From an optimization exercise on the open Yosys and OpenROAD flow, aimed at small area, a short achievable clock period and few clock cycles per item; shortcuts taken in it are not production practice.
The RTL was checked by simulation tests, not by an equivalence proof against the original design.
The flow treats the clock pin as an ideal source, which a real chip does not have.

==> flow/design.v (outline; a module is shown in full before it is edited, if it fits) <==
// module dense_layer: 2874 lines
// module dl_fa: 10 lines
// module dl_ha: 9 lines
module dense_layer #(
    parameter int NUM_INPUTS    = 4,
    parameter int NUM_OUTPUTS   = 4,
    parameter int FP_TOTAL_BITS = 16,
    parameter int FP_FRAC_BITS  = 8
) (
    input  logic                                                      clk,
    input  logic                                                      reset,
    input  logic                                                      start,
    input  logic [NUM_INPUTS-1:0][FP_TOTAL_BITS-1:0]                  input_vector,
    input  logic [NUM_OUTPUTS-1:0][NUM_INPUTS-1:0][FP_TOTAL_BITS-1:0] weight_matrix,
    input  logic [NUM_OUTPUTS-1:0][FP_TOTAL_BITS-1:0]                 bias_vector,
    output logic [NUM_OUTPUTS-1:0][FP_TOTAL_BITS-1:0]                 layer_out,
    output logic                                                      busy,
    output logic                                                      done
);
  // ...
==> flow/flow/run.sh <==
#!/bin/bash
# Own flow: the standard layout (standard.sh, unchanged synthesis), with
#  - port buffers of the smallest buffer cell instead of the default delay cell,
#  - the setup repair margin from flow/margin.txt, and any further ORFS make
#    variables listed one per line in flow/extra.txt.
# Every tool writes its full output under orfs/logs/; make's own output goes to flow.log here.
set -uo pipefail
MARGIN=$(cat flow/margin.txt 2>/dev/null || echo 5)
EXTRA=()
if [[ -f flow/extra.txt ]]; then
  while IFS= read -r line; do [[ -n "$line" ]] && EXTRA+=("$line"); done < flow/extra.txt
fi
bash standard.sh finish \
  "BUFFER_PORTS_ARGS=-buffer_cell sky130_fd_sc_hd__buf_1" \
  "SETUP_SLACK_MARGIN=$MARGIN" "${EXTRA[@]}" > flow.log 2>&1
rc=$?
cp -r orfs/logs flow_logs 2>/dev/null || true
exit $rc
==> flow/flow/extra.txt <==
SETUP_MOVE_SEQUENCE=unbuffer,sizeup,swap
==> flow/flow/margin.txt <==
6.0
==> flow/standard.sh <==
#!/bin/bash
# synth_recipe.tcl (not shown) runs the flow's synth.tcl, then flattens the netlist and writes it again
# the make line also repeats each setting of config.mk as NAME=value (left out here)
make -C /OpenROAD-flow-scripts/flow DESIGN_CONFIG=/design/flow/config.mk WORK_HOME=/design/flow/orfs CLKGATE_MAP_FILE= SYNTH_SCRIPT=/design/flow/synth_recipe.tcl "${@:-finish}"
==> flow/config.mk <==
export PLATFORM = sky130hd
export DESIGN_NAME = dense_layer
export DESIGN_NICKNAME = dense_layer
export VERILOG_FILES = /design/flow/design.v
export SDC_FILE = /design/flow/constraint.sdc
export NUM_CORES = 4
export LEC_CHECK = 0
export ABC_AREA = 1
export CAP_MARGIN = 20
export CORE_MARGIN = 2
export CORE_UTILIZATION = 40
export CTS_CLUSTER_DIAMETER = 120
export CTS_CLUSTER_SIZE = 24
export SETUP_SLACK_MARGIN = 5
export SLEW_MARGIN = 20
export SYNTH_HIERARCHICAL = 1
export SYNTH_MINIMUM_KEEP_SIZE = 0
export TNS_END_PERCENT = 0
==> flow/constraint.sdc <==
create_clock -name core_clock -period 10.0 [get_ports {clk}]
set_input_delay 2.0000 -clock core_clock [delete_from_list [all_inputs] [get_ports {clk}]]
set_output_delay 2.0000 -clock core_clock [all_outputs]
set_load 0.01 [all_outputs]
==> impl_metrics.csv, run 1 <==
group,metric,value,unit
route,dr_wl_met2,61900,um
timing,setup_tns,0,ns
min_path,min_path_cells,2,
final_layout,dominant-cell-class,"multi-input combinational cells",
synthesis,synth_seq_area_share,33.9,%
final_layout,nNonClkInverters,261,
place,gp_congestion,1.00,
setup_path,startpoint,"e_neg[12]$_DFFE_PN_",
synthesis,synthMuxAreaShare,0.788,%
synthesis,synthAdderAreaFrac,28.4,%
timing,fmax,0.239,GHz
synthesis,yosysMostFrequentCell,"nand2_1",
global_routing,met1_usage,34.8,%
final_layout,layout_commonest_cell,"nand2_1",
route,drt-total-wl,138000,um
flow_run,drv_cap,0,
clocking,cts_buffers,35,
min_path,min-delay-start,"wr2[13]$_DFF_P_",
clocking,clk_latency,0.63,ns
setup_path,cpMostUsedCell,"fa_1",
clocking,cts_setup_buffers,0,
setup_path,cp-start-kind,"flop",
floorplan,ioPinCount,453,
synthesis,synth_edf_count,162,
setup_path,required,10.51,ns
timing,min_period_over_period,41.9,%
final_layout,multi_input_area,0.0246,mm^2
place,place_inst,5522,
setup_path,crit_buf_inv,0,
run_status,outcome,"timing/DRC/antenna clean",
route,dr_wl_met3,13500,um
global_routing,met2_usage,41.8,%
final_layout,regMostFlops,"pipe1",
final_layout,layout_common_cells,"nand2_1 (999), fa_1 (532), xor2_1 (520)",
Testbench counts, summed over its fixed seeds: cycles 3,576, items 512.
==> run 2, diff against run 1 <==
==> flow/flow/run.sh (replaced) <==
#!/bin/bash
# Own flow: the standard layout (standard.sh, unchanged synthesis), with
#  - port buffers of the smallest buffer cell instead of the default delay cell,
#  - the setup repair margin from flow/margin.txt and further ORFS make variables
#    from flow/extra.txt (one per line),
#  - after clock tree synthesis, one extra clock buffer in front of the pipeline registers
#    (pipe1*, which only talk to other registers) per clock leaf net, so that they are clocked
#    a little later: useful skew between the two register-to-register pipeline stages
#    (flow/skew.tcl). Input and output registers keep the clock tree as built.
# Every tool writes its full output to a log: make's to flow_cts.log and flow.log, the skew
# step's to skew.log, ORFS's own per-step logs under orfs/logs/.
set -uo pipefail
MARGIN=$(cat flow/margin.txt 2>/dev/null || echo 5)
EXTRA=()
if [[ -f flow/extra.txt ]]; then
  while IFS= read -r line; do [[ -n "$line" ]] && EXTRA+=("$line"); done < flow/extra.txt
fi
ARGS=("BUFFER_PORTS_ARGS=-buffer_cell sky130_fd_sc_hd__buf_1" "SETUP_SLACK_MARGIN=$MARGIN" "${EXTRA[@]}")
bash standard.sh cts "${ARGS[@]}" > flow_cts.log 2>&1 || exit 1
R=orfs/results/sky130hd/dense_layer/base
SKEW_IN=$R/4_cts.odb SKEW_OUT=$R/4_cts_skew.odb openroad -no_init -exit flow/skew.tcl > skew.log 2>&1 || exit 1
cp $R/4_cts_skew.odb $R/4_cts.odb
bash standard.sh finish "${ARGS[@]}" > flow.log 2>&1
rc=$?
cp -r orfs/logs flow_logs 2>/dev/null || true
exit $rc
==> flow/flow/skew.tcl (new file) <==
# Delay the clock of the pipeline registers (pipe1*, reg-to-reg only) by one clock buffer
# per clock leaf net that reaches them.
set in_odb $::env(SKEW_IN)
set out_odb $::env(SKEW_OUT)
read_db $in_odb
set db [ord::get_db]
set block [ord::get_db_block]
set groups [dict create]
foreach inst [$block getInsts] {
  if {[string match "pipe1*" [$inst getName]]} {
    set it [$inst findITerm CLK]
    dict lappend groups [[$it getNet] getName] $inst
  }
}
set i 0
dict for {nname insts} $groups {
  set net [$block findNet $nname]
  set n [llength $insts]
  if {$n <= 4} { set cell sky130_fd_sc_hd__clkbuf_4 } elseif {$n <= 14} { set cell sky130_fd_sc_hd__clkbuf_8 } else { set cell sky130_fd_sc_hd__clkbuf_16 }
  set buf [odb::dbInst_create $block [$db findMaster $cell] skew_buf_$i]
  set nn [odb::dbNet_create $block skew_clk_$i]
  $nn setSigType CLOCK
  [$buf findITerm A] connect $net
  [$buf findITerm X] connect $nn
  set sx 0; set sy 0; set n 0
  foreach inst $insts {
    set it [$inst findITerm CLK]
    $it disconnect
    $it connect $nn
    set loc [$inst getLocation]
    set sx [expr {$sx + [lindex $loc 0]}]; set sy [expr {$sy + [lindex $loc 1]}]; incr n
  }
  $buf setLocation [expr {$sx / $n}] [expr {$sy / $n}]
  $buf setPlacementStatus PLACED
  puts "skew: $nname -> skew_clk_$i ($cell) with $n flops"
  incr i
}
global_connect
detailed_placement
check_placement -verbose
write_db $out_odb
==> run 2 against run 1 <==
Compared with the run above: critical path depth did not move; via count decreased by 0.46%; die area stayed put; fmax up 3.0%; highest routed layer unchanged; sequential cell count did not move; still clean.
==> impl_metrics.csv, run 2 <==
group,metric,value,unit
final_layout,layout_commonest_cell,"nand2_1",
global_routing,grt_usage,26.5,%
clocking,clk_latency,0.76,ns
setup_path,required,10.62,ns
floorplan,die_h,320,um
final_layout,area_growth,10.0,%
route,dr.pass1.iters,6,
synthesis,yosysTopAreaCell,"fa_1",
final_layout,fin_cells,5596,
timing,setup_tns,0,ns
global_routing,met2_usage,41.5,%
global_routing,grt_antenna_before_repair,3,
min_path,hold_path_class,"reg2reg",
global_routing,grt_max_degree,201,
run_status,outcome,"timing/DRC/antenna clean",
global_routing,gr-max-usage-layer,"met2",
floorplan,start_util,40.1,%
setup_path,cp-start-kind,"flop",
global_routing,grt_pass1_wl,199000,um
timing,fin_crit,4.07,ns
timing,fmax,0.246,GHz
synthesis,ys_ff_latch,597,
synthesis,yosys_warnings,7,
synthesis,synth_common_cells,"nand2_1 (999), fa_1 (537), xor2_1 (524)",
route,drt-total-wl,138000,um
floorplan,std_cell_rows,116,
place,port_buffers,452,
final_layout,nets,5249,
floorplan,ioPinCount,453,
timing,slew_violations,0,
setup_path,cp-end-kind,"flop",
final_layout,regMostFlops,"pipe1",
global_routing,use_met3,5.85,%
synthesis,synth_edf_count,162,
clocking,cts.clk_slew.worst_paths,0.09,ns
floorplan,die_x,320,um
timing,finClkSkew,0.181,ns
clocking,h-tree-depth,2,
synthesis,synth_seq_area_share,33.9,%
route,via_per_inst,5.35,
setup_path,worstReg2RegStart,"e_neg[12]$_DFFE_PN_",
timing,whs,0.423,ns
floorplan,core-area,0.0997,mm^2
setup_path,r2r-end,"pipe1[22]$_DFF_P_",
place,dp_hpwl,107000,um
route,wl_per_cell,24.6,um
clocking,cts_sinks,597,
place,gp_congestion,1.00,
timing,hold_violations,0,
global_routing,grt_pass1_vias,29600,
synthesis,synthCells,3995,
clocking,cts_tree,"built",
synthesis,yosysUniqueCellTypes,37,
synthesis,avgSynthCellArea,10.0,um^2
timing,setup_viol_count_final,0,
final_layout,insertedDiodeCount,0,
setup_path,rr_worst_depth,6,
synthesis,synthFlopType,"dfxtp_1",
timing,grt_setup_unrepaired,"true",
final_layout,drive_gt1_share,3.82,%
timing,slew_headroom,18.9,%
final_layout,fin_area,0.0440,mm^2
clocking,cts_setup_buffers,0,
route,drc,0,
setup_path,rrSetupSlack,5.93,ns
final_layout,layout_common_cells,"nand2_1 (999), fa_1 (526), xor2_1 (517)",
route,vias,29900,
floorplan,dieArea,0.103,mm^2
synthesis,synth.top_cell.area_share,26.9,%
place,postPlaceCellArea,0.0426,mm^2
synthesis,netlist_area,0.0400,mm^2
final_layout,largest_reg_flops,108,
flow_run,drv_cap,0,
setup_path,cp.arrival,4.69,ns
clocking,cts_buffers,35,
synthesis,async_flop_share,0,%
place,place_inst,5522,
setup_path,startpoint,"e_neg[12]$_DFFE_PN_",
timing,min_period_over_period,40.7,%
synthesis,yosysMostFrequentCell,"nand2_1",
route,drt_iter0_markers,3006,
global_routing,overflow,0,
final_layout,utilization,44.2,%
clocking,cts_hold_buf,0,
clocking,cts_buffer_depth,3,
setup_path,critPathKind,"reg2reg",
clocking,ctsRootBufferMaster,"clkbuf_16",
timing,worstMarginPinSlew,1.22,ns
setup_path,cp-endpoint,"pipe1[22]$_DFF_P_",
route,drtAntennaViolNets,0,
synthesis,synthTopCellsByArea,"fa_1 (27%), dfxtp_1 (22%), edfxtp_1 (12%)",
global_routing,met1_usage,34.7,%
setup_path,cp_max_fo,18,
run 2: cell counts after synthesis:
Identical to the previous run, type by type.
run 2: what timing repair did:
action,4_1_cts,5_1_grt
setup endpoints to repair,41,32
pin swaps,3,3
resized for setup,6,25
run 2: per-module statistics from Yosys (local to each module, per instance):
| module | copies in the design | cell area [um^2] | cells inside | flip-flops and latches |
|---|---|---|---|---|
| dl_fa | 537 | 20.0 | 1 | 0 |
| dense_layer | 1 | 29000 | 3439 | 597 |
| dl_ha | 19 | 12.5 | 1 | 0 |
run 2: cell type report:
class	count	area, um^2
Inverter	261	1020
Fill cell	9585	55700
Buffer	12	174
Clock buffer	50	963
Sequential cell	597	13600
Clock inverter	10	150
Multi-Input combinational cell	2901	24600
Tap cell	1298	1620
Timing Repair Buffer	467	1880
run 2: worst min-delay path by stage:
stage | start | end | cells after the start
after floorplan | wr1[62]$_DFF_P_ | wr0[62]$_DFF_P_ | 2
after global placement | wr3[16]$_DFF_P_ | wr2[16]$_DFF_P_ | 2
after detailed placement | wr3[43]$_DFF_P_ | wr2[43]$_DFF_P_ | 2
after CTS | wr3[56]$_DFF_P_ | wr2[56]$_DFF_P_ | 2
after global routing | r_out2[6]$_DFFE_PP_ | r_out1[6]$_DFFE_PP_ | 0
final | r_out2[6]$_DFFE_PP_ | r_out1[6]$_DFFE_PP_ | 0
run 2: kinds of logic (layout without fill, tap and decap cells):
| logic type | count (synthesis) | in the layout | share of synthesized area (%) |
|---|---|---|---|
| AO/OA/AOI/OAI | 555 | 555 | 8.50 |
| buffers and inverters | 504 | 800 | 4.83 |
| multiplexers | 28 | 28 | 0.788 |
| flip-flops | 597 | 597 | 33.9 |
| XOR/XNOR | 561 | 561 | 12.3 |
| other | 1 | 8 | 0.00937 |
| AND/OR/NAND/NOR | 1162 | 1162 | 11.3 |
| adder cells (fa/ha/maj) | 587 | 587 | 28.4 |
run 2: per-stage QoR:
stage	setup slack [ns]
after global placement	5.80
after CTS	5.84
after detailed placement	5.81
after global routing	5.90
after floorplan	6.17
final	5.93
run 2: worst max-delay path: stages, from the launching register on:
cell      delay [ns]
edfxtp_1        1.09
xnor2_1         0.28
fa_1            0.66
fa_1            0.55
fa_1            0.48
fa_1            0.58
fa_1            0.42
run 2: per-layer routing:
layer  vias up  routed length (um)
li1      13500                   -
met1     14600               54700
met2      1594               61600
met3       281               13400
met4         4                8120
met5         -                  21
==> run 3, diff against run 2 <==
--- a/flow/flow/skew.tcl
+++ b/flow/flow/skew.tcl
@@ -22,3 +22,9 @@
   $nn setSigType CLOCK
-  [$buf findITerm A] connect $net
+  # a small buffer in front adds a little more delay
+  set pre [odb::dbInst_create $block [$db findMaster sky130_fd_sc_hd__clkbuf_2] skew_pre_$i]
+  set pn [odb::dbNet_create $block skew_pre_clk_$i]
+  $pn setSigType CLOCK
+  [$pre findITerm A] connect $net
+  [$pre findITerm X] connect $pn
+  [$buf findITerm A] connect $pn
   [$buf findITerm X] connect $nn
@@ -34,2 +40,4 @@
   $buf setPlacementStatus PLACED
+  $pre setLocation [expr {$sx / $n}] [expr {$sy / $n}]
+  $pre setPlacementStatus PLACED
   puts "skew: $nname -> skew_clk_$i ($cell) with $n flops"
==> run 3 against run 2 <==
Compared with the run above: setup slack gained 0.097 ns; area after synthesis is the same; sequential share of layout area shrank 0.056 points; synthesized cell count is the same; utilization grew 0.073 points; final cell count grew 0.21%; fmax grew 2.4%; critical path depth grew 2; cell area grew 0.16%; via count grew 0.30%; global-route usage is essentially flat; highest routed layer unchanged.
==> impl_metrics.csv, run 3 <==
group,metric,value,unit
synthesis,yosysMostFrequentCell,"nand2_1",
timing,fin_crit,3.97,ns
final_layout,nets,5261,
synthesis,ys_ff_latch,597,
place,dp_hpwl,107000,um
global_routing,grt_usage,26.5,%
setup_path,cp.arrival,4.72,ns
flow_run,drv_cap,0,
floorplan,start_util,40.1,%
route,drtAntennaViolNets,0,
floorplan,std_cell_rows,116,
final_layout,fin_area,0.0441,mm^2
global_routing,grt_pass1_wl,200000,um
timing,slew_violations,0,
final_layout,fin_cells,5608,
final_layout,utilization,44.2,%
setup_path,cp_max_fo,15,
synthesis,synthFlopType,"dfxtp_1",
timing,fmax,0.252,GHz
final_layout,layout_common_cells,"nand2_1 (998), fa_1 (537), xor2_1 (521)",
place,port_buffers,452,
synthesis,synthTopCellsByArea,"fa_1 (27%), dfxtp_1 (22%), edfxtp_1 (12%)",
place,place_inst,5522,
setup_path,critPathKind,"reg2reg",
timing,slew_headroom,21.4,%
timing,min_period_over_period,39.7,%
synthesis,yosys_warnings,7,
synthesis,netlist_area,0.0400,mm^2
clocking,cts_buffers,35,
final_layout,largest_reg_flops,108,
synthesis,synth_top_family_by_area,"adder cells",
floorplan,ioPinCount,453,
floorplan,dieArea,0.103,mm^2
synthesis,synth_compound_area_share,8.50,%
global_routing,grt_max_degree,201,
floorplan,core-area,0.0997,mm^2
clocking,cts_buffer_depth,3,
timing,setup_viol_count_final,0,
route,drt_iter0_markers,3050,
timing,whs,0.417,ns
synthesis,synth_common_cells,"nand2_1 (999), fa_1 (537), xor2_1 (524)",
timing,finalWorstSetupSlack,6.03,ns
setup_path,required,10.75,ns
route,dr.pass1.iters,8,
synthesis,yosysTopAreaCell,"fa_1",
clocking,clk_latency,0.88,ns
timing,setup_tns,0,ns
place,gp_congestion,1.00,
synthesis,synthAdderAreaFrac,28.4,%
route,drt-total-wl,138000,um
route,via_per_inst,5.35,
route,drc,0,
floorplan,die_h,320,um
synthesis,synthCells,3995,
synthesis,synth_seq_area_share,33.9,%
synthesis,avgSynthCellArea,10.0,um^2
clocking,cts_tree,"built",
final_layout,drive_gt1_share,3.92,%
run_status,outcome,"timing/DRC/antenna clean",
global_routing,grt_antenna_before_repair,3,
global_routing,grt_pass1_vias,29700,
place,postPlaceCellArea,0.0426,mm^2
final_layout,area_growth,10.2,%
clocking,h-tree-depth,2,
synthesis,synthMuxAreaShare,0.788,%
setup_path,cp-start-kind,"flop",
place,pre_cts_ws,5.81,ns
floorplan,die_x,320,um
route,wl_per_cell,24.6,um
synthesis,yosysUniqueCellTypes,37,
setup_path,cp-end-kind,"flop",
final_layout,insertedDiodeCount,0,
clocking,cts_sinks,597,
route,vias,30000,
clocking,cts.clk_slew.worst_paths,0.09,ns
synthesis,synth-xor-area-share,12.3,%
global_routing,overflow,0,
timing,hold_violations,0,
timing,grt_setup_unrepaired,"true",
synthesis,async_flop_share,0,%
final_layout,layout_commonest_cell,"nand2_1",
final_layout,regMostFlops,"pipe1",
timing,finClkSkew,0.290,ns
synthesis,synthSimpleGateAreaFrac,11.3,%
clocking,ctsRootBufferMaster,"clkbuf_16",
synthesis,synth.top_cell.area_share,26.9,%
synthesis,synth_edf_count,162,
timing,worstMarginPinSlew,1.18,ns
min_path,hold_path_class,"reg2reg",
-- run 3: cell counts after synthesis --
Identical to the previous run, type by type.
-- run 3: worst paths after layout --
kind                             from             endpoint  slack (ns)  depth (start not counted)
setup / recovery  e_one[17]$_DFFE_PN_    pipe1[13]$_DFF_P_        6.03                          8
hold / removal    r_out2[6]$_DFFE_PP_  r_out1[6]$_DFFE_PP_        0.42                          0
hold reg to reg   r_out2[6]$_DFFE_PP_  r_out1[6]$_DFFE_PP_        0.42                          0
setup reg to reg  e_one[17]$_DFFE_PN_    pipe1[13]$_DFF_P_        6.03                          8
-- run 3: timing repair --
action	CTS	global route
pin swaps	3	0
endpoints found under the setup margin	41	6
buffers inserted	0	0
hold buffers	0	0
gates resized for setup	6	25
-- run 3: layout make-up --
class	instances	area, um^2
Inverter	261	1000
Multi-Input combinational cell	2901	24700
Timing Repair Buffer	467	1880
Tap cell	1298	1620
Buffer	24	234
Clock buffer	50	963
Sequential cell	597	13600
Fill cell	9582	55600
Clock inverter	10	150
-- run 3: logic make-up (layout without fill, tap and decap cells) --
family	after synthesis	after routing
buffers and inverters	504	812
other	1	8
muxes	28	28
AOI/OAI and AO/OA	555	555
adders and majority gates	587	587
and+or+nand+nor	1162	1162
DFF	597	597
xor gates and xnor gates	561	561
-- run 3: modules after synthesis, one instance, submodules excluded --
module	cells	times used	cell area, um^2	flops+latches
dl_ha	1	19	12.5	0
dense_layer	3439	1	29000	597
dl_fa	1	537	20.0	0
-- run 3: layer usage --
metal | wire [um] | GRT usage [%] | vias to the layer above
li1 | - | - | 13500
met3 | 13200 | 5.93 | 276
met4 | 7920 | 13.0 | 4
met2 | 62200 | 41.7 | 1605
met5 | 26 | 0 | -
met1 | 54800 | 34.6 | 14700
-- run 3: critical path: stages, from the launching register on --
cell,delay (ns)
edfxtp_1,0.46
inv_1,0.54
o22ai_1,0.21
xor2_1,0.38
fa_1,0.59
fa_1,0.50
fa_1,0.58
fa_1,0.43
fa_1,0.43
==> run 4, diff against run 3 <==
--- a/flow/flow/run.sh
+++ b/flow/flow/run.sh
@@ -5,3 +5,3 @@
 #    from flow/extra.txt (one per line),
-#  - after clock tree synthesis, one extra clock buffer in front of the pipeline registers
+#  - after clock tree synthesis, two extra clock buffers in front of the pipeline registers
 #    (pipe1*, which only talk to other registers) per clock leaf net, so that they are clocked
==> flow/flow/margin.txt (replaced) <==
6.3
--- a/flow/flow/skew.tcl
+++ b/flow/flow/skew.tcl
@@ -1,2 +1,2 @@
-# Delay the clock of the pipeline registers (pipe1*, reg-to-reg only) by one clock buffer
+# Delay the clock of the pipeline registers (pipe1*, reg-to-reg only) by two clock buffers
 # per clock leaf net that reaches them.
==> run 4 against run 3 <==
Compared with the run above: critical path depth unchanged; clock skew decreased by 0.0028 ns; area after synthesis unchanged; utilization increased by 0.27 points; setup slack got worse by 0.031 ns; critical path type unchanged.
==> impl_metrics.csv, run 4 <==
group,metric,value,unit
route,drt_iter0_markers,3141,
floorplan,die_x,320,um
synthesis,netlist_area,0.0400,mm^2
clocking,cts_tree,"built",
floorplan,core-area,0.0997,mm^2
timing,finalWorstSetupSlack,6.00,ns
setup_path,rrSetupSlack,6.00,ns
setup_path,worstReg2RegStart,"e_one[20]$_DFFE_PN_",
global_routing,gr-max-usage-layer,"met2",
setup_path,critPathKind,"reg2reg",
clocking,ctsRootBufferMaster,"clkbuf_16",
global_routing,use_met3,5.94,%
clocking,clk_latency,0.88,ns
timing,setup_viol_count_final,0,
synthesis,synthSimpleGateAreaFrac,11.3,%
synthesis,ys_ff_latch,597,
clocking,cts_buffers,34,
route,drc,0,
synthesis,synthCells,3995,
setup_path,startpoint,"e_one[20]$_DFFE_PN_",
setup_path,cp-start-kind,"flop",
synthesis,yosysMostFrequentCell,"nand2_1",
timing,slew_headroom,20.3,%
timing,slew_violations,0,
route,wl_per_cell,24.9,um
synthesis,synth_common_cells,"nand2_1 (999), fa_1 (537), xor2_1 (524)",
floorplan,dieArea,0.103,mm^2
setup_path,cp-end-kind,"flop",
run_status,outcome,"timing/DRC/antenna clean",
final_layout,area_growth,10.9,%
global_routing,grt_pass1_wl,202000,um
route,vias,30100,
synthesis,synthAdderAreaFrac,28.4,%
synthesis,synth_edf_count,162,
timing,finClkSkew,0.287,ns
final_layout,largest_reg_flops,108,
synthesis,synth_compound_area_share,8.50,%
timing,min_period_over_period,40.0,%
floorplan,std_cell_rows,116,
synthesis,synth.top_cell.area_share,26.9,%
setup_path,cp.arrival,4.73,ns
timing,worstMarginPinSlew,1.20,ns
place,dp_hpwl,109000,um
place,port_buffers,452,
synthesis,synth_top_family_by_area,"adder cells",
flow_run,drv_cap,0,
clocking,cts_sinks,597,
timing,fmax,0.250,GHz
global_routing,grt_usage,27.0,%
synthesis,synth_seq_area_share,33.9,%
setup_path,cp_max_fo,15,
place,pre_cts_ws,5.75,ns
setup_path,cp-endpoint,"pipe1[35]$_DFF_P_",
global_routing,grt_max_degree,190,
timing,setup_tns,0,ns
clocking,cts_setup_buffers,0,
setup_path,r2r-end,"pipe1[35]$_DFF_P_",
floorplan,start_util,40.1,%
setup_path,required,10.73,ns
clocking,cts.clk_slew.worst_paths,0.09,ns
timing,hold_violations,0,
final_layout,layout_common_cells,"nand2_1 (997), fa_1 (515), xor2_1 (514)",
synthesis,synthMuxAreaShare,0.788,%
route,via_per_inst,5.37,
final_layout,utilization,44.5,%
route,drt-total-wl,140000,um
final_layout,nets,5260,
floorplan,die_h,320,um
route,dr.pass1.iters,6,
synthesis,synth-xor-area-share,12.3,%
synthesis,yosysUniqueCellTypes,37,
synthesis,synthTopCellsByArea,"fa_1 (27%), dfxtp_1 (22%), edfxtp_1 (12%)",
final_layout,drive_gt1_share,5.04,%
global_routing,met2_usage,41.5,%
synthesis,yosys_warnings,7,
timing,fin_crit,4.00,ns
floorplan,ioPinCount,453,
synthesis,yosysTopAreaCell,"fa_1",
synthesis,synthFlopType,"dfxtp_1",
route,drtAntennaViolNets,0,
global_routing,grt_antenna_before_repair,6,
setup_path,rr_worst_depth,8,
final_layout,regMostFlops,"pipe1",
clocking,h-tree-depth,2,
global_routing,overflow,0,
global_routing,met1_usage,35.7,%
synthesis,avgSynthCellArea,10.0,um^2
clocking,cts_buffer_depth,3,
synthesis,async_flop_share,0,%
min_path,hold_path_class,"reg2reg",
final_layout,layout_commonest_cell,"nand2_1",
global_routing,grt_pass1_vias,30000,
place,gp_congestion,1.04,
timing,grt_setup_unrepaired,"true",
run 4: routing by layer:
layer	routed length [um]	vias up
met5	43	-
met4	8630	4
met3	13200	297
met2	61800	1588
met1	55900	14800
li1	-	13500
run 4: cells by family after synthesis:
| kind of cell | Yosys count |
|---|---|
| AO/OA/AOI/OAI | 555 |
| XOR/XNOR | 561 |
| adder cells (fa/ha/maj) | 587 |
| buffers and inverters | 504 |
| flip-flops | 597 |
| multiplexers | 28 |
| other | 1 |
| AND/OR/NAND/NOR | 1162 |
run 4: what timing repair did:
item / in CTS / in global routing
hold buffers: 0 / 0
endpoints found under the setup margin: 97 / 92
pin swaps: 12 / 7
gates resized for setup: 33 / 52
run 4: how the worst min path moves through the flow:
stage / from / endpoint / slack [ns] / depth (start not counted)
3_5_place_dp: wr1[33]$_DFF_P_ / wr0[33]$_DFF_P_ / 0.41 / 2
5_1_grt: r_out2[5]$_DFFE_PP_ / r_out1[5]$_DFFE_PP_ / 0.43 / 0
4_1_cts: wr2[13]$_DFF_P_ / wr1[13]$_DFF_P_ / 0.41 / 2
6_report: wr2[13]$_DFF_P_ / wr1[13]$_DFF_P_ / 0.42 / 2
3_3_place_gp: br2[10]$_DFF_P_ / br1[10]$_DFF_P_ / 0.41 / 2
2_1_floorplan: wr1[62]$_DFF_P_ / wr0[62]$_DFF_P_ / 0.40 / 2
run 4: final cells by class:
| type | count | area, um^2 |
|---|---|---|
| Tap cell | 1298 | 1620 |
| Multi-Input combinational cell | 2901 | 24900 |
| Clock buffer | 47 | 942 |
| Antenna cell | 3 | 7.51 |
| Sequential cell | 597 | 13600 |
| Fill cell | 9636 | 55300 |
| Clock inverter | 12 | 150 |
| Buffer | 22 | 204 |
| Inverter | 261 | 1020 |
| Timing Repair Buffer | 469 | 1960 |
run 4: per-module statistics from Yosys, one instance, submodules excluded:
| module | cells inside | area (um^2) | copies in the design |
|---|---|---|---|
| dense_layer | 3439 | 29000 | 1 |
| dl_fa | 1 | 20.0 | 537 |
| dl_ha | 1 | 12.5 | 19 |
run 4: through the flow:
stage,instances,instance area [um^2],hold slack [ns]
global placement,5516,42500,0.406
floorplan,4002,40100,0.399
detailed placement,5522,42600,0.408
finish,5610,44400,0.423
CTS,5581,43900,0.411
global route,5609,44400,0.428
run 4: critical path, stage by stage, from the launching register on:
cell        delay (ns)
edfxtp_1          0.46
clkinvlp_4        0.41
o22ai_1           0.37
xor2_2            0.29
fa_1              0.52
fa_1              0.64
fa_1              0.52
fa_1              0.42
fa_1              0.49
==> run 5, diff against run 4 <==
==> flow/flow/margin.txt (replaced) <==
6.0
==> run 5 against run 4 <==
Compared with the run above: highest routed layer unchanged; critical path depth did not move; largest cell class unchanged; fmax rose by 0.77%; count of clock-buffer cells in the layout rose by 3; clock skew rose by 0.0028 ns; still clean on timing, DRC and antenna.
==> impl_metrics.csv, run 5 <==
group,metric,value,unit
run_status,outcome,"timing/DRC/antenna clean",
clocking,cts.clk_slew.worst_paths,0.09,ns
synthesis,synthCells,3995,
clocking,cts_sinks,597,
synthesis,yosysTopAreaCell,"fa_1",
route,via_per_inst,5.35,
timing,fin_crit,3.97,ns
synthesis,ys_ff_latch,597,
synthesis,yosys_warnings,7,
route,dr.pass1.iters,8,
setup_path,cp.arrival,4.72,ns
final_layout,insertedDiodeCount,0,
synthesis,synthTopCellsByArea,"fa_1 (27%), dfxtp_1 (22%), edfxtp_1 (12%)",
global_routing,gr-max-usage-layer,"met2",
global_routing,grt_usage,26.5,%
route,drtAntennaViolNets,0,
final_layout,utilization,44.2,%
timing,hold_violations,0,
global_routing,use_met3,5.93,%
global_routing,grt_antenna_before_repair,3,
setup_path,cp_max_fo,15,
setup_path,worstPathCellList,"inv_1 > o22ai_1 > xor2_1 > fa_1 > fa_1 > fa_1 > fa_1 > fa_1",
synthesis,synth_seq_area_share,33.9,%
timing,setup_viol_count_final,0,
route,drc,0,
final_layout,largest_reg_flops,108,
route,vias,30000,
synthesis,yosysMostFrequentCell,"nand2_1",
timing,whs,0.417,ns
clocking,cts_buffers,35,
synthesis,yosysUniqueCellTypes,37,
floorplan,ioPinCount,453,
place,port_buffers,452,
global_routing,grt_pass1_vias,29700,
timing,min_period_over_period,39.7,%
timing,worstMarginPinSlew,1.18,ns
setup_path,cpMostUsedCell,"fa_1",
floorplan,std_cell_rows,116,
place,dp_hpwl,107000,um
timing,slew_headroom,21.4,%
synthesis,async_flop_share,0,%
synthesis,synth.top_cell.area_share,26.9,%
timing,setup_tns,0,ns
final_layout,regMostFlops,"pipe1",
setup_path,required,10.75,ns
timing,slew_violations,0,
floorplan,die_h,320,um
setup_path,cp-end-kind,"flop",
setup_path,critPathKind,"reg2reg",
setup_path,slowest_delay,0.59,ns
synthesis,avgSynthCellArea,10.0,um^2
place,gp_congestion,1.00,
global_routing,grt_pass1_wl,200000,um
clocking,cts_tree,"built",
clocking,cts_buffer_depth,3,
synthesis,netlist_area,0.0400,mm^2
setup_path,cpMaxStageDelayCell,"fa_1",
final_layout,fin_area,0.0441,mm^2
global_routing,met2_usage,41.7,%
floorplan,dieArea,0.103,mm^2
clocking,cts_hold_buf,0,
setup_path,crit_family,"adder cells",
min_path,hold_path_class,"reg2reg",
final_layout,area_growth,10.2,%
synthesis,synth_edf_count,162,
place,postPlaceCellArea,0.0426,mm^2
global_routing,grt_max_degree,201,
global_routing,met1_usage,34.6,%
final_layout,drive_gt1_share,3.92,%
floorplan,start_util,40.1,%
timing,grt_setup_unrepaired,"true",
clocking,clk_latency,0.88,ns
route,wl_per_cell,24.6,um
route,drt-total-wl,138000,um
route,drt_iter0_markers,3050,
clocking,ctsRootBufferMaster,"clkbuf_16",
timing,finClkSkew,0.290,ns
setup_path,cp-start-kind,"flop",
clocking,h-tree-depth,2,
final_layout,layout_common_cells,"nand2_1 (998), fa_1 (537), xor2_1 (521)",
global_routing,overflow,0,
setup_path,crit_buf_inv,1,
floorplan,core-area,0.0997,mm^2
clocking,cts_setup_buffers,0,
synthesis,synthFlopType,"dfxtp_1",
final_layout,layout_commonest_cell,"nand2_1",
timing,fmax,0.252,GHz
floorplan,die_x,320,um
final_layout,nets,5261,
synthesis,synth_common_cells,"nand2_1 (999), fa_1 (537), xor2_1 (524)",
flow_run,drv_cap,0,
-- run 5: cell counts after synthesis --
Identical to the previous run, type by type.
-- run 5: repair_timing --
| item | in CTS | in global routing |
|---|---|---|
| setup endpoints to repair | 41 | 6 |
| gates resized for setup | 6 | 25 |
| pin swaps | 3 | 0 |
-- run 5: through the flow --
stage                     setup WS, ns  std cells
final                             6.03       5608
after global routing              5.97       5608
after CTS                         5.84       5582
after detailed placement          5.81       5522
after global placement            5.80       5516
after floorplan                   6.17       4002
-- run 5: cell type report --
class | count | area, um^2
Buffer | 24 | 234
Clock buffer | 50 | 963
Clock inverter | 10 | 150
Fill cell | 9582 | 55600
Inverter | 261 | 1000
Multi-Input combinational cell | 2901 | 24700
Sequential cell | 597 | 13600
Tap cell | 1298 | 1620
Timing Repair Buffer | 467 | 1880
-- run 5: cell families (layout without fill, tap and decap cells) --
kind of cell / after synthesis / count (layout) / share of synthesized area [%]
other cells: 1 / 8 / 0.00937
xor+xnor: 561 / 561 / 12.3
fa+ha+maj: 587 / 587 / 28.4
simple gates: 1162 / 1162 / 11.3
mux: 28 / 28 / 0.788
compound gates: 555 / 555 / 8.50
flops: 597 / 597 / 33.9
buf+inv: 504 / 812 / 4.83
-- run 5: final timing paths --
kind | startpoint | endpoint | depth (start not counted) | slack (ns)
max | e_one[17]$_DFFE_PN_ | pipe1[13]$_DFF_P_ | 8 | 6.03
min | r_out2[6]$_DFFE_PP_ | r_out1[6]$_DFFE_PP_ | 0 | 0.42
max reg2reg | e_one[17]$_DFFE_PN_ | pipe1[13]$_DFF_P_ | 8 | 6.03
min reg2reg | r_out2[6]$_DFFE_PP_ | r_out1[6]$_DFFE_PP_ | 0 | 0.42
-- run 5: worst register-to-register path, stage by stage (launching register included) --
cell	delay, ns
edfxtp_1	0.46
inv_1	0.54
o22ai_1	0.21
xor2_1	0.38
fa_1	0.60
fa_1	0.50
fa_1	0.58
fa_1	0.43
fa_1	0.43
-- run 5: per-module statistics from Yosys (local to each module, per instance) --
module	flip-flops and latches	area [um^2]	times used
dense_layer	597	29000	1
dl_fa	0	20.0	537
dl_ha	0	12.5	19
-- run 5: routing by layer --
layer / share of wire, % / vias to the layer above / wire length [um]
met5: 0.019 / - / 26
met2: 45 / 1605 / 62200
met3: 9.6 / 276 / 13200
li1: - / 13500 / -
met4: 5.7 / 4 / 7920
met1: 40 / 14700 / 54800
==> run 6, diff against run 5 <==
--- a/flow/flow/skew.tcl
+++ b/flow/flow/skew.tcl
@@ -23,3 +23,3 @@
   # a small buffer in front adds a little more delay
-  set pre [odb::dbInst_create $block [$db findMaster sky130_fd_sc_hd__clkbuf_2] skew_pre_$i]
+  set pre [odb::dbInst_create $block [$db findMaster sky130_fd_sc_hd__clkbuf_1] skew_pre_$i]
   set pn [odb::dbNet_create $block skew_pre_clk_$i]
==> run 6 against run 5 <==
Compared with the run above: still clean on timing, DRC and antenna; count of clock-buffer cells in the layout unchanged; area after synthesis is the same; non-clock buffer count unchanged; synthesized cell count unchanged.
==> impl_metrics.csv, run 6 <==
group,metric,value,unit
route,drc,0,
synthesis,synthTopCellsByArea,"fa_1 (27%), dfxtp_1 (22%), edfxtp_1 (12%)",
synthesis,synth_common_cells,"nand2_1 (999), fa_1 (537), xor2_1 (524)",
setup_path,rrSetupSlack,6.05,ns
global_routing,grt_max_degree,201,
place,gp_congestion,1.00,
floorplan,core-area,0.0997,mm^2
synthesis,async_flop_share,0,%
final_layout,drive_gt1_share,3.76,%
synthesis,synthFlopType,"dfxtp_1",
timing,fmax,0.253,GHz
clocking,cts_sinks,597,
synthesis,yosys_warnings,7,
synthesis,synth_seq_area_share,33.9,%
timing,slew_violations,0,
floorplan,std_cell_rows,116,
global_routing,grt_antenna_before_repair,3,
run_status,outcome,"timing/DRC/antenna clean",
synthesis,synth.top_cell.area_share,26.9,%
clocking,h-tree-depth,2,
synthesis,netlist_area,0.0400,mm^2
synthesis,yosysUniqueCellTypes,37,
global_routing,overflow,0,
final_layout,nets,5261,
clocking,cts_tree,"built",
clocking,cts.clk_slew.worst_paths,0.10,ns
global_routing,grt_usage,26.5,%
final_layout,layout_commonest_cell,"nand2_1",
synthesis,yosysMostFrequentCell,"nand2_1",
clocking,clk_latency,0.92,ns
global_routing,grt_pass1_wl,200000,um
floorplan,ioPinCount,453,
final_layout,regMostFlops,"pipe1",
timing,min_period_over_period,39.5,%
setup_path,cp-start-kind,"flop",
setup_path,worstReg2RegStart,"wr0[31]$_DFF_P_",
route,via_per_inst,5.36,
timing,worstMarginPinSlew,1.19,ns
min_path,min-delay-start,"r_out2[6]$_DFFE_PP_",
timing,setup_viol_count_final,0,
synthesis,synth_edf_count,162,
synthesis,avgSynthCellArea,10.0,um^2
timing,fin_crit,3.95,ns
setup_path,rr_worst_depth,8,
route,vias,30000,
clocking,cts_setup_buffers,0,
timing,hold_violations,0,
timing,slew_headroom,21.0,%
setup_path,critPathKind,"reg2reg",
clocking,cts_hold_buf,0,
route,drtAntennaViolNets,0,
min_path,hold_path_class,"reg2reg",
floorplan,start_util,40.1,%
route,drt_iter0_markers,3005,
timing,grt_setup_unrepaired,"true",
final_layout,largest_reg_flops,108,
place,dp_hpwl,107000,um
setup_path,cp.arrival,4.68,ns
global_routing,grt_pass1_vias,29700,
floorplan,die_x,320,um
min_path,min_to,"r_out1[6]$_DFFE_PP_",
setup_path,required,10.73,ns
timing,whs,0.416,ns
timing,setup_tns,0,ns
floorplan,die_h,320,um
clocking,ctsRootBufferMaster,"clkbuf_16",
synthesis,yosysTopAreaCell,"fa_1",
final_layout,layout_common_cells,"nand2_1 (997), fa_1 (535), xor2_1 (521)",
timing,finClkSkew,0.333,ns
synthesis,synthCells,3995,
route,wl_per_cell,24.7,um
route,dr.pass1.iters,5,
route,drt-total-wl,138000,um
final_layout,insertedDiodeCount,0,
final_layout,area_growth,10.3,%
setup_path,cp_max_fo,9,
setup_path,r2r-end,"pipe1[66]$_DFF_P_",
setup_path,cp-end-kind,"flop",
floorplan,dieArea,0.103,mm^2
place,port_buffers,452,
clocking,cts_buffers,35,
clocking,cts_buffer_depth,3,
min_path,min_path_cells,0,
synthesis,ys_ff_latch,597,
flow_run,drv_cap,0,
[run 6: cell counts after synthesis]
Identical to the previous run, type by type.
[run 6: worst max-delay path by stage]
stage,startpoint,to,depth (start not counted)
2_1_floorplan,r_shift$_SDFF_PN0_,e_neg[0]$_DFFE_PN_,3
3_3_place_gp,e_one[16]$_DFFE_PN_,pipe1[13]$_DFF_P_,8
3_5_place_dp,e_one[16]$_DFFE_PN_,pipe1[13]$_DFF_P_,8
4_1_cts,e_neg[18]$_DFFE_PN_,pipe1[11]$_DFF_P_,6
5_1_grt,pipe1[48]$_DFF_P_,r_sat_hi$_DFFE_PP_,17
6_report,wr0[31]$_DFF_P_,pipe1[66]$_DFF_P_,8
[run 6: area by class of cell]
type                    count  area [um^2]
repair buffers            467         1880
flip-flops and latches    597        13600
inverters                 261          998
multi-input cells        2901        24700
plain buffers              24          219
fillers                  9583        55600
clock buffers              50          963
well taps                1298         1620
clock inverters            10          150
[run 6: logic make-up (layout without fill, tap and decap cells)]
kind of cell | count (synthesis) | count (layout) | share of synthesized area [%]
AO/OA/AOI/OAI | 555 | 555 | 8.50
XOR/XNOR | 561 | 561 | 12.3
adder cells (fa/ha/maj) | 587 | 587 | 28.4
buffers and inverters | 504 | 812 | 4.83
flip-flops | 597 | 597 | 33.9
multiplexers | 28 | 28 | 0.788
other | 1 | 8 | 0.00937
AND/OR/NAND/NOR | 1162 | 1162 | 11.3
[run 6: worst max-delay path: stages, from the launching register on]
cell	delay [ns]
dfxtp_1	0.63
inv_1	0.34
o22ai_1	0.28
xor2_1	0.27
fa_1	0.59
fa_1	0.55
fa_1	0.44
fa_1	0.47
fa_1	0.49
[run 6: routing by layer]
| metal | wire length [um] | global-route usage [%] |
|---|---|---|
| met3 | 13600 | 5.91 |
| met1 | 54400 | 34.7 |
| met2 | 62400 | 41.7 |
| met5 | 26 | 0 |
| met4 | 7900 | 13.1 |
[run 6: repair_timing]
action	4_1_cts	5_1_grt
pin swaps	3	1
cloned	0	0
resized for setup	6	33
setup endpoints to repair	41	2
[run 6: metrics by stage]
step	setup slack, ns	util [%]	area [um^2]	instances
5_1_grt	5.97	44.3	44100	5608
3_3_place_gp	5.80	42.6	42500	5516
6_report	6.05	44.3	44100	5608
4_1_cts	5.84	43.9	43700	5582
2_1_floorplan	6.17	-	40100	4002
3_5_place_dp	5.81	42.7	42600	5522
[run 6: modules after synthesis, one instance, submodules excluded]
module,cells inside,copies in the design,cell area [um^2],flops+latches
dl_ha,1,19,12.5,0
dense_layer,3439,1,29000,597
dl_fa,1,537,20.0,0

-- re-timing with driven ports --
No port has a modelled driver above. Below, the same layouts with a new extraction and two added sets of constraints. Step 1: set_driving_cell puts a clkbuf_16 on clk and a buf_2 on each other input, an assumption about the parent block. Step 2, shift: input delay + t, output delay - t, t = (earliest + latest rising clock arrival at the registers) / 2. This alone moves slack from input paths to output paths. a / b / c = ideal / step 1 / step 2; a / b = the first two.
| run | t (ns) | slack for setup (ns) | hold slack, ns | worst setup path at the end | latest minus earliest clock arrival (ns) | pins driven straight from the clock port |
|---|---|---|---|---|---|---|
| run 1 | 0.685 | 5.811 / 5.811 / 5.811 | 0.423 / 0.423 / 0.423 | register to register | 0.035 / 0.035 | 1 |
| run 2 | 0.750 | 5.931 / 5.931 / 5.931 | 0.423 / 0.423 / 0.423 | register to register | 0.181 / 0.181 | 1 |
| run 3 | 0.808 | 6.028 / 6.028 / 6.028 | 0.417 / 0.417 / 0.417 | register to register | 0.290 / 0.290 | 1 |
| run 4 | 0.808 | 5.997 / 5.997 / 5.997 | 0.423 / 0.423 / 0.423 | register to register | 0.288 / 0.288 | 1 |
| run 5 | 0.808 | 6.028 / 6.028 / 6.028 | 0.417 / 0.417 / 0.417 | register to register | 0.290 / 0.290 | 1 |
| run 6 | 0.825 | 6.055 / 6.055 / 6.055 | 0.416 / 0.416 / 0.416 | register to register | 0.334 / 0.334 | 1 |
In run 6 the clock reaches the registers at very different times; t lies between them, and the last value is a rough guide only.
